This is an optimization exercise on Yosys and OpenROAD, whose aim is small area and a short achievable clock period, not a production implementation.
At most, simulation tests tie the RTL to the original design; equivalence was not proved.
No activity file was given, so power comes from the tool's default toggle rates.

run 1:
==> module spi_flash_reader, before the edit <==
module spi_flash_reader (
  input  logic                    clk,
  input  logic                    rst_n,
  input  logic                    clken,
  output logic                    ins,        
  output logic [3:0]              bit_j,      
  output logic                    ready,
  output logic                    spi_cs,
  output logic                    spi_sclk,
  output logic                    spi_mosi,
  input  logic                    spi_miso
);
  localparam logic [10:0] HDR_START = 11'd2008;
  localparam logic [10:0] LAST_BIT  = 11'd1023;
  localparam logic [5:0]  W0        = 6'd47;
  logic [10:0] q;
  logic        got;       
  logic [5:0]  w;         
  logic        data;
  logic        fall;
  logic        done;
  logic        word_end;
  logic        mosi_next;
  assign data     = !q[10];
  assign bit_j    = q[3:0];
  assign ins      = !ready && !spi_cs && data && !got && (w == {1'b0, q[3:0], 1'b0});
  assign done     = clken && !ready && !spi_cs && (q == LAST_BIT) && (got || ins);
  assign fall     = clken && !ready && !spi_cs && spi_sclk && !done && (!data || got || ins);
  assign word_end = data && (q[3:0] == 4'hf);
  assign mosi_next = (q == HDR_START + 11'd5) || (q == HDR_START + 11'd6) ||
                     (q == HDR_START + 11'd10);
  always_ff @(posedge clk) begin
    if (!rst_n) begin
      w        <= W0;
      q        <= HDR_START;
      got      <= 1'b0;
      ready    <= 1'b0;
      spi_cs   <= 1'b1;
      spi_sclk <= 1'b1;
      spi_mosi <= 1'b0;
    end else begin
      if (fall && word_end) begin
        w <= w + (q[4] ? 6'd32 : 6'd33);
      end else begin
        w <= w + 6'd1;
      end
      if (ins) begin
        got <= 1'b1;
      end
      if (done) begin
        ready    <= 1'b1;
        spi_cs   <= 1'b1;
        spi_sclk <= 1'b1;
      end else if (clken && !ready) begin
        if (spi_cs) begin
          spi_cs   <= 1'b0;            
          spi_sclk <= 1'b0;
          spi_mosi <= 1'b0;
        end else if (!spi_sclk) begin
          spi_sclk <= 1'b1;
        end else if (fall) begin
          spi_sclk <= 1'b0;
          spi_mosi <= mosi_next;
          q        <= q + 11'd1;
          got      <= 1'b0;
        end
      end
    end
  end
endmodule
==> module boot_rom, before the edit <==
module boot_rom (
  input  logic             clk,
  input  logic             rst_n,
  input  logic             clken,
  input  imem_pkg::iaddr_t fetch_addr,
  output imem_pkg::instr_t instruction,
  output logic             ready,
  input  logic             spi_miso,
  output logic             spi_cs,
  output logic             spi_sclk,
  output logic             spi_mosi
);
  localparam logic [5:0] PHASE0 = 6'd46;
  imem_pkg::iaddr_t phase, phase_n;
  logic [3:0]       dlo, dhi;
  logic [2:0]       a_lo, a_hi;
  logic [7:0]       sel_lo, sel_hi, hi0, late;
  logic             borrow;
  logic             ins;
  logic [3:0]       bit_j;
  imem_pkg::instr_t rd;
  assign a_lo = fetch_addr[3:1];
  assign a_hi = {fetch_addr[0], fetch_addr[5:4]};
  assign phase_n = !rst_n ? PHASE0 : phase + 6'd1;
  function automatic logic [3:0] diff_bits(input logic [2:0] p);
    diff_bits = {p[2] ^ (p[1:0] != 2'd3), p[2] ^ !p[1], p[2] ^ (p[1:0] == 2'd0), p[1] ^ !p[0]};
  endfunction
  always_ff @(posedge clk) begin
    phase <= phase_n;
    dlo   <= diff_bits(phase_n[2:0]);
    dhi   <= diff_bits(phase_n[5:3]);
  end
  function automatic logic [2:0] minus(input logic [2:0] p, input logic [3:0] d, input int x);
    logic b2;
    case (x % 4)
      0: b2 = p[2];
      1: b2 = d[1];
      2: b2 = d[2];
      default: b2 = d[3];
    endcase
    minus = {b2 ^ 1'((x / 4) % 2), ((x % 2) ? d[0] : p[1]) ^ 1'((x / 2) % 2), p[0] ^ 1'(x % 2)};
  endfunction
  always_comb begin
    for (int x = 0; x < 8; x++) begin
      sel_lo[x] = (a_lo == minus(phase[2:0], dlo, x));    
      hi0[x]    = (a_hi == minus(phase[5:3], dhi, x));    
      late[x]   = (3'(x) > phase[2:0]);                   
    end
  end
  assign borrow = |(sel_lo & late);
  assign sel_hi = borrow ? {hi0[0], hi0[7:1]} : hi0;
  always_ff @(posedge clk) begin
    if (!rst_n) begin
      instruction <= '0;
    end else if (clken && ready) begin
      instruction <= rd;
    end
  end
  spi_flash_reader u_reader (
    .clk     (clk),
    .rst_n   (rst_n),
    .clken   (clken),
    .ins     (ins),
    .bit_j   (bit_j),
    .ready   (ready),
    .spi_cs  (spi_cs),
    .spi_sclk(spi_sclk),
    .spi_mosi(spi_mosi),
    .spi_miso(spi_miso)
  );
  for (genvar b = 0; b < imem_pkg::INSTR_W; b++) begin : g_lane
    imem_bank #(.INS(2 * (imem_pkg::INSTR_W - 1 - b))) u_lane (
      .clk (clk),
      .ins (ins && (bit_j == 4'(imem_pkg::INSTR_W - 1 - b))),
      .din (spi_miso),
      .sel_lo(sel_lo),
      .sel_hi(sel_hi),
      .rbit(rd[b])
    );
  end
endmodule
Settings: LEC_CHECK=0, CAP_MARGIN=20, CORE_MARGIN=2, CORE_UTILIZATION=40, SETUP_SLACK_MARGIN=2.0, SLEW_MARGIN=20; clock period 4.0 ns.
run.sh (not shown) runs the stock make flow with config.mk's settings and CLKGATE_MAP_FILE= SYNTH_SCRIPT=/design/flow/synth_recipe.tcl, a recipe that flattens the netlist after the stock synthesis.
Testbench counts of run 1, summed over its fixed seeds: boot cycles 51,816.
Changes in run 2 relative to run 1:
-- flow/design.v --
<<< run 1, line 34
  input  logic                    rst_n,
  input  logic                    clken,
  output logic                    ins,        
  output logic [3:0]              bit_j,      
>>> run 2, line 34
  input  logic                    rst_n,
  input  logic                    clken,
  output logic [6-1:0] phase,      
  output logic                    ins,        
  output logic [3:0]              bit_j,      
<<< run 1, line 44
  localparam logic [10:0] HDR_START = 11'd2008;
  localparam logic [10:0] LAST_BIT  = 11'd1023;
  localparam logic [5:0]  W0        = 6'd47;
  logic [10:0] q;
  logic        got;       
>>> run 2, line 45
  localparam logic [10:0] HDR_START = 11'd2008;
  localparam logic [10:0] LAST_BIT  = 11'd1023;
  localparam logic [5:0]  PHASE0    = 6'd46;
  logic [10:0] q;
  logic        got;       
<<< run 1, line 63
  always_ff @(posedge clk) begin
    if (!rst_n) begin
      w        <= W0;
      q        <= HDR_START;
      got      <= 1'b0;
>>> run 2, line 64
  always_ff @(posedge clk) begin
    if (!rst_n) begin
      phase    <= PHASE0;
      w        <= PHASE0 + 6'd1;
      q        <= HDR_START;
      got      <= 1'b0;
<<< run 1, line 71
      spi_mosi <= 1'b0;
    end else begin
      if (fall && word_end) begin
        w <= w + (q[4] ? 6'd32 : 6'd33);
>>> run 2, line 73
      spi_mosi <= 1'b0;
    end else begin
      phase <= phase + 6'd1;
      if (fall && word_end) begin
        w <= w + (q[4] ? 6'd32 : 6'd33);
<<< run 1, line 143
  output logic             spi_mosi
);
  localparam logic [5:0] PHASE0 = 6'd46;
  imem_pkg::iaddr_t phase, phase_n;
  logic [3:0]       dlo, dhi;
  logic [2:0]       a_lo, a_hi;
  logic [7:0]       sel_lo, sel_hi, hi0, late;
>>> run 2, line 146
  output logic             spi_mosi
);
  imem_pkg::iaddr_t phase;
  logic [2:0]       a_lo, a_hi;
  logic [7:0]       sel_lo, sel_hi, hi0, late;
<<< run 1, line 154
  assign a_lo = fetch_addr[3:1];
  assign a_hi = {fetch_addr[0], fetch_addr[5:4]};
  assign phase_n = !rst_n ? PHASE0 : phase + 6'd1;
  function automatic logic [3:0] diff_bits(input logic [2:0] p);
    diff_bits = {p[2] ^ (p[1:0] != 2'd3), p[2] ^ !p[1], p[2] ^ (p[1:0] == 2'd0), p[1] ^ !p[0]};
  endfunction
  always_ff @(posedge clk) begin
    phase <= phase_n;
    dlo   <= diff_bits(phase_n[2:0]);
    dhi   <= diff_bits(phase_n[5:3]);
  end
  function automatic logic [2:0] minus(input logic [2:0] p, input logic [3:0] d, input int x);
    logic b2;
    case (x % 4)
      0: b2 = p[2];
      1: b2 = d[1];
      2: b2 = d[2];
      default: b2 = d[3];
    endcase
    minus = {b2 ^ 1'((x / 4) % 2), ((x % 2) ? d[0] : p[1]) ^ 1'((x / 2) % 2), p[0] ^ 1'(x % 2)};
  endfunction
  always_comb begin
    for (int x = 0; x < 8; x++) begin
      sel_lo[x] = (a_lo == minus(phase[2:0], dlo, x));    
      hi0[x]    = (a_hi == minus(phase[5:3], dhi, x));    
      late[x]   = (3'(x) > phase[2:0]);                   
    end
  end
>>> run 2, line 155
  assign a_lo = fetch_addr[3:1];
  assign a_hi = {fetch_addr[0], fetch_addr[5:4]};
  always_comb begin
    for (int x = 0; x < 8; x++) begin
      sel_lo[x] = (a_lo == 3'(phase[2:0] - 3'(x)));    
      hi0[x]    = (a_hi == 3'(phase[5:3] - 3'(x)));    
      late[x]   = (3'(x) > phase[2:0]);                
    end
  end
<<< run 1, line 193
    .rst_n   (rst_n),
    .clken   (clken),
    .ins     (ins),
    .bit_j   (bit_j),
>>> run 2, line 175
    .rst_n   (rst_n),
    .clken   (clken),
    .phase   (phase),
    .ins     (ins),
    .bit_j   (bit_j),
### Flow results
Going from run 1 to run 2, portion of the clock cycle consumed by the worst path in the final layout grows by 7.9 points. Compared with run 1, run 2 ends up with more cell area. Global-route wire length before repair up 10% in run 2 wrt run 1. Run 2 — met3 layer usage reported by global route 1.3 points higher, run 1 as reference. Summary: with run 1 as the reference, cell area power density in run 2 moved down slightly. Run 1 → run 2: reported net switching power rose 0.40 mW; utilization rose 1.3 points. Instance count of the mapped netlist went up by a little under 10% going from run 1 to run 2. Power consumption (higher): run 2. Summary of run 2 over run 1: via count moved up, via count of the first global-routing pass +1,346, number of buffers inserted during clock tree synthesis climbed 3. Number of cells on the worst hold path: run 1 vs run 2 — no meaningful difference.
For run 2, only the layout was checked, not whether the RTL still works.


P:
The RTL this note starts from:
==> flow/design.v <==
`default_nettype none
package flash_pkg;
  localparam logic [7:0] FLASH_OP_READ = 8'h03;
  typedef struct packed {
    logic [7:0]  opcode;
    logic [23:0] addr;       
  } flash_cmd_fields_t;
  typedef union packed {
    flash_cmd_fields_t f;
    logic [3:0][7:0]   bytes;
  } flash_cmd_u;
  typedef enum logic [2:0] {
    CMD,
    ADDR_HI,
    ADDR_MID,
    ADDR_LO,
    DUMMY,
    DATA_HI,
    DATA_LO
  } reader_phase_e;
endpackage
`default_nettype wire
`default_nettype none
package imem_pkg;
  localparam int INSTR_W = 16;
  typedef logic [INSTR_W-1:0] instr_t;
  typedef logic [6-1:0] iaddr_t;
endpackage
`default_nettype wire
`default_nettype none
`timescale 1ns/1ps
module spi_flash_reader (
  input  logic       clk,
  input  logic       rst_n,
  input  logic       clken,
  output logic       ins,        
  output logic [3:0] bit_j,      
  output logic       ready,
  output logic       spi_cs,
  output logic       spi_sclk,
  output logic       spi_mosi,
  input  logic       spi_miso
);
  localparam logic [10:0] HDR_START = 11'd2008;
  localparam logic [10:0] LAST_BIT  = 11'd1023;
  localparam logic [5:0]  WAIT0     = 6'd47;
  logic [10:0] q;
  logic        got;        
  logic        last;       
  logic [5:0]  wait_n;     
  logic        fall;
  logic        done;
  logic        data_fall;
  logic        active;
  logic        mosi_next;
  logic        got_n;
  logic [10:0] q_n;
  logic [5:0]  wait_nn;
  assign bit_j  = q[3:0];
  assign active = !ready && !spi_cs;
  assign done      = clken && active && last && (got || ins);
  assign fall      = clken && active && spi_sclk && (q[10] || ((got || ins) && !last));
  assign data_fall = fall && !q[10];
  assign mosi_next = (q == HDR_START + 11'd5) || (q == HDR_START + 11'd6) ||
                     (q == HDR_START + 11'd10);
  assign q_n     = fall ? q + 11'd1 : q;
  assign got_n   = !fall && (got || ins);
  assign wait_nn = !data_fall ? wait_n + 6'd1 :
                   ((q[4:0] == 5'h1f) ? wait_n - 6'd2 : wait_n - 6'd1);
  always_ff @(posedge clk) begin
    if (!rst_n) begin
      q        <= HDR_START;
      got      <= 1'b0;
      last     <= 1'b0;
      wait_n   <= WAIT0;
      ins      <= 1'b0;
      ready    <= 1'b0;
      spi_cs   <= 1'b1;
      spi_sclk <= 1'b1;
      spi_mosi <= 1'b0;
    end else begin
      q      <= q_n;
      got    <= got_n;
      wait_n <= wait_nn;
      if (fall) begin
        last <= (q == LAST_BIT - 11'd1);
      end
      ins <= !done && (active || (clken && spi_cs && !ready)) && !q_n[10] && !got_n &&
             (wait_nn == 6'd0);
      if (done) begin
        ready    <= 1'b1;
        spi_cs   <= 1'b1;
        spi_sclk <= 1'b1;
      end else if (clken && !ready) begin
        if (spi_cs) begin
          spi_cs   <= 1'b0;            
          spi_sclk <= 1'b0;
          spi_mosi <= 1'b0;
        end else if (!spi_sclk) begin
          spi_sclk <= 1'b1;
        end else if (fall) begin
          spi_sclk <= 1'b0;
          spi_mosi <= mosi_next;
        end
      end
    end
  end
endmodule
`default_nettype wire
`default_nettype none
`timescale 1ns/1ps
module imem_bank #(
  parameter int INS = 0
) (
  input  logic                    clk,
  input  logic                    ins,      
  input  logic                    din,
  input  logic [7:0]              sel_lo,   
  input  logic [7:0]              sel_hi,   
  input  logic                    hold,     
  output logic                    fbit      
);
  logic [64-1:0] ring;
  logic [7:0]                   grp;
  logic                         fbit_d;
  always_ff @(posedge clk) begin
    ring <= {ring[64-2:0], ring[64-1]};
    if (ins) begin
      ring[INS] <= din;
    end
  end
  for (genvar g = 0; g < 8; g++) begin : g_grp
    imem_andor8 u_grp (
      .sel (sel_lo),
      .d   (ring[8*g +: 8]),
      .y   (grp[g])
    );
  end
  imem_andor u_out (
    .sel (sel_hi),
    .d   (grp),
    .keep(hold),
    .q   (fbit),
    .y   (fbit_d)
  );
  always_ff @(posedge clk) begin
    fbit <= fbit_d;
  end
endmodule
module imem_andor8 (
  input  logic [7:0] sel,
  input  logic [7:0] d,
  output logic       y
);
  assign y = |(sel & d);
endmodule
module imem_andor (
  input  logic [7:0] sel,
  input  logic [7:0] d,
  input  logic       keep,
  input  logic       q,
  output logic       y
);
  assign y = |(sel & d) | (keep & q);
endmodule
`default_nettype wire
`default_nettype none
`timescale 1ns/1ps
module boot_rom (
  input  logic             clk,
  input  logic             rst_n,
  input  logic             clken,
  input  imem_pkg::iaddr_t fetch_addr,
  output imem_pkg::instr_t instruction,
  output logic             ready,
  input  logic             spi_miso,
  output logic             spi_cs,
  output logic             spi_sclk,
  output logic             spi_mosi
);
  localparam logic [5:0] PHASE0 = 6'd46;
  imem_pkg::iaddr_t phase, phase_n;
  logic [3:0]       dlo, dhi;
  logic [2:0]       a_lo, a_hi;
  logic [7:0]       sel_lo, sel_hi, hi0, late;
  logic             take;
  logic             hold;
  logic             ins;
  logic [3:0]       bit_j;
  assign a_lo = fetch_addr[3:1];
  assign a_hi = {fetch_addr[0], fetch_addr[5:4]};
  assign phase_n = !rst_n ? PHASE0 : phase + 6'd1;
  function automatic logic [3:0] diff_bits(input logic [2:0] p);
    diff_bits = {p[2] ^ (p[1:0] != 2'd3), p[2] ^ !p[1], p[2] ^ (p[1:0] == 2'd0), p[1] ^ !p[0]};
  endfunction
  always_ff @(posedge clk) begin
    phase <= phase_n;
    dlo   <= diff_bits(phase_n[2:0]);
    dhi   <= diff_bits(phase_n[5:3]);
    for (int x = 1; x < 8; x++) begin
      late[x] <= (3'(x) > phase_n[2:0]);    
    end
  end
  assign late[0] = 1'b0;
  imem_addr_dec u_dec (
    .clk    (clk),
    .a_lo   (a_lo),
    .a_hi   (a_hi),
    .phase_n(phase_n),
    .dlo   (dlo),
    .dhi   (dhi),
    .late  (late),
    .take  (take),
    .sel_lo(sel_lo),
    .sel_hi(sel_hi)
  );
  assign take = rst_n && clken && ready;
  assign hold = rst_n && !(clken && ready);
  spi_flash_reader u_reader (
    .clk     (clk),
    .rst_n   (rst_n),
    .clken   (clken),
    .ins     (ins),
    .bit_j   (bit_j),
    .ready   (ready),
    .spi_cs  (spi_cs),
    .spi_sclk(spi_sclk),
    .spi_mosi(spi_mosi),
    .spi_miso(spi_miso)
  );
  for (genvar b = 0; b < imem_pkg::INSTR_W; b++) begin : g_lane
    imem_bank #(.INS(2 * (imem_pkg::INSTR_W - 1 - b))) u_lane (
      .clk (clk),
      .ins (ins && (bit_j == 4'(imem_pkg::INSTR_W - 1 - b))),
      .din (spi_miso),
      .sel_lo(sel_lo),
      .sel_hi(sel_hi),
      .hold  (hold),
      .fbit  (instruction[b])
    );
  end
endmodule
module imem_addr_dec (
  input  logic       clk,
  input  logic [2:0] a_lo,
  input  logic [2:0] a_hi,
  input  logic [5:0] phase_n,   
  input  logic [3:0] dlo,
  input  logic [3:0] dhi,
  input  logic [7:0] late,     
  input  logic       take,
  output logic [7:0] sel_lo,
  output logic [7:0] sel_hi
);
  logic [7:0] hi0, a_lo_hot;
  logic       borrow;
  logic [5:0] phase;
  always_ff @(posedge clk) begin
    phase <= phase_n;
  end
  function automatic logic [2:0] minus(input logic [2:0] p, input logic [3:0] d, input int x);
    logic b2;
    case (x % 4)
      0: b2 = p[2];
      1: b2 = d[1];
      2: b2 = d[2];
      default: b2 = d[3];
    endcase
    minus = {b2 ^ 1'((x / 4) % 2), ((x % 2) ? d[0] : p[1]) ^ 1'((x / 2) % 2), p[0] ^ 1'(x % 2)};
  endfunction
  always_comb begin
    for (int x = 0; x < 8; x++) begin
      sel_lo[x]   = (a_lo == minus(phase[2:0], dlo, x));    
      hi0[x]      = (a_hi == minus(phase[5:3], dhi, x));    
      a_lo_hot[x] = (a_lo == 3'(x));
    end
  end
  imem_andor8 u_borrow (
    .sel(a_lo_hot),
    .d  (late),
    .y  (borrow)
  );
  imem_hsel u_hsel (
    .hi0   (hi0),
    .borrow(borrow),
    .take  (take),
    .sel_hi(sel_hi)
  );
endmodule
module imem_hsel (
  input  logic [7:0] hi0,
  input  logic       borrow,
  input  logic       take,
  output logic [7:0] sel_hi
);
  logic take0, take1;
  assign take0 = take && !borrow;
  assign take1 = take && borrow;
  always_comb begin
    for (int g = 0; g < 8; g++) begin
      sel_hi[g] = (take0 && hi0[g]) || (take1 && hi0[(g + 1) % 8]);
    end
  end
endmodule
`default_nettype wire
make LEC_CHECK=0 CAP_MARGIN=20 CORE_MARGIN=2 CORE_UTILIZATION=65 CTS_CLUSTER_DIAMETER=100 CTS_CLUSTER_SIZE=30 PLACE_DENSITY=0.75 SETUP_SLACK_MARGIN=2.0 SLEW_MARGIN=20 SYNTH_HIERARCHICAL=1 TNS_END_PERCENT=10 finish   # period 4.0 ns
The following lists how Q was set up differently from P:
-- flow/design.v --
<<< P, line 183
  logic [3:0]       dlo, dhi;
  logic [2:0]       a_lo, a_hi;
  logic [7:0]       sel_lo, sel_hi, hi0, late;
  logic             take;
  logic             hold;
>>> Q, line 183
  logic [3:0]       dlo, dhi;
  logic [2:0]       a_lo, a_hi;
  localparam int LO_LANES = 4;
  logic [imem_pkg::INSTR_W/LO_LANES-1:0][7:0] sel_lo;
  logic [7:0][2:0]  lo_match;
  logic [7:0]       sel_hi, late;
  logic             take;
  logic             hold;
<<< P, line 204
  assign late[0] = 1'b0;
  imem_addr_dec u_dec (
    .clk    (clk),
    .a_lo   (a_lo),
    .a_hi   (a_hi),
    .phase_n(phase_n),
    .dlo   (dlo),
    .dhi   (dhi),
    .late  (late),
    .take  (take),
    .sel_lo(sel_lo),
    .sel_hi(sel_hi)
  );
  assign take = rst_n && clken && ready;
  assign hold = rst_n && !(clken && ready);
>>> Q, line 207
  assign late[0] = 1'b0;
  imem_addr_dec u_dec (
    .a_lo  (a_lo),
    .a_hi  (a_hi),
    .phase (phase),
    .dlo   (dlo),
    .dhi   (dhi),
    .late  (late),
    .take  (take),
    .lo_match(lo_match),
    .sel_hi(sel_hi)
  );
  for (genvar k = 0; k < imem_pkg::INSTR_W / LO_LANES; k++) begin : g_lo_sel
    imem_lo_sel u_lo_sel (
      .lo_match(lo_match),
      .sel_lo  (sel_lo[k])
    );
  end
  assign take = rst_n && clken && ready;
  assign hold = rst_n && !(clken && ready);
<<< P, line 234
      .ins (ins && (bit_j == 4'(imem_pkg::INSTR_W - 1 - b))),
      .din (spi_miso),
      .sel_lo(sel_lo),
      .sel_hi(sel_hi),
      .hold  (hold),
>>> Q, line 242
      .ins (ins && (bit_j == 4'(imem_pkg::INSTR_W - 1 - b))),
      .din (spi_miso),
      .sel_lo(sel_lo[b / LO_LANES]),
      .sel_hi(sel_hi),
      .hold  (hold),
<<< P, line 242
endmodule
module imem_addr_dec (
  input  logic       clk,
  input  logic [2:0] a_lo,
  input  logic [2:0] a_hi,
  input  logic [5:0] phase_n,   
  input  logic [3:0] dlo,
  input  logic [3:0] dhi,
  input  logic [7:0] late,     
  input  logic       take,
  output logic [7:0] sel_lo,
  output logic [7:0] sel_hi
);
  logic [7:0] hi0, a_lo_hot;
  logic       borrow;
  logic [5:0] phase;
  always_ff @(posedge clk) begin
    phase <= phase_n;
  end
  function automatic logic [2:0] minus(input logic [2:0] p, input logic [3:0] d, input int x);
    logic b2;
>>> Q, line 250
endmodule
module imem_addr_dec (
  input  logic [2:0] a_lo,
  input  logic [2:0] a_hi,
  input  logic [5:0] phase,
  input  logic [3:0] dlo,
  input  logic [3:0] dhi,
  input  logic [7:0] late,     
  input  logic       take,
  output logic [7:0][2:0] lo_match,   
  output logic [7:0] sel_hi
);
  logic [7:0] hi0, a_lo_hot;
  logic       borrow;
  function automatic logic [2:0] minus(input logic [2:0] p, input logic [3:0] d, input int x);
    logic b2;
<<< P, line 271
  always_comb begin
    for (int x = 0; x < 8; x++) begin
      sel_lo[x]   = (a_lo == minus(phase[2:0], dlo, x));    
      hi0[x]      = (a_hi == minus(phase[5:3], dhi, x));    
      a_lo_hot[x] = (a_lo == 3'(x));
>>> Q, line 274
  always_comb begin
    for (int x = 0; x < 8; x++) begin
      lo_match[x] = ~(a_lo ^ minus(phase[2:0], dlo, x));     
      hi0[x]      = (a_hi == minus(phase[5:3], dhi, x));    
      a_lo_hot[x] = (a_lo == 3'(x));
<<< P, line 287
    .sel_hi(sel_hi)
  );
endmodule
module imem_hsel (
>>> Q, line 290
    .sel_hi(sel_hi)
  );
endmodule
module imem_lo_sel (
  input  logic [7:0][2:0] lo_match,
  output logic [7:0]      sel_lo
);
  always_comb begin
    for (int x = 0; x < 8; x++) begin
      sel_lo[x] = &lo_match[x];
    end
  end
endmodule
module imem_hsel (
### Flow results
P was routed with fewer vias than Q.
The sequential cell count in Q was lower than what P gave.
Number of antenna violations at the first check in global routing delta for Q relative to P: 4 higher
The final reports for Q and P show fraction of layout instances using a drive strength above 1 higher in the former.
Between P and Q, the flow reports number of well-tap cells placed increasing slightly.
The highest metal layer with signal wires comes out met4 in one run and met5 in the other, namely in P and Q respectively.
No run of this note included a check of the RTL's function; only the layout flow was run.

-- afterwards: timing with drivers on the ports --
How much do the figures lean on ideal ports? The routed layouts below were timed once more, with nothing changed but the port constraints. Step 1, drivers: a clkbuf_16 drives clk and a buf_2 each remaining input, both assumed. Step 2 moves the port delays by t, midway between the first and last clock arrival at a register: inputs arrive t later, outputs are due t later. That takes back most of the time a late clock gives input paths. a / b / c = ideal ports / drivers / drivers and shift; a / b = the first two.
run	shift t [ns]	setup WS [ns]	worst setup path at the end
run 1	0.712	1.293 / 1.293 / 0.656	input to register
run 2	0.720	0.978 / 0.978 / 0.340	input to register
P	0.665	1.705 / 1.715 / 1.050	input to register
Q	0.667	1.523 / 1.489 / 0.821	input to register
After both steps setup and hold are still met in every run listed. The setup slack of Q, which loses most, moves by -0.034 ns with the drivers and by -0.702 ns with both steps.
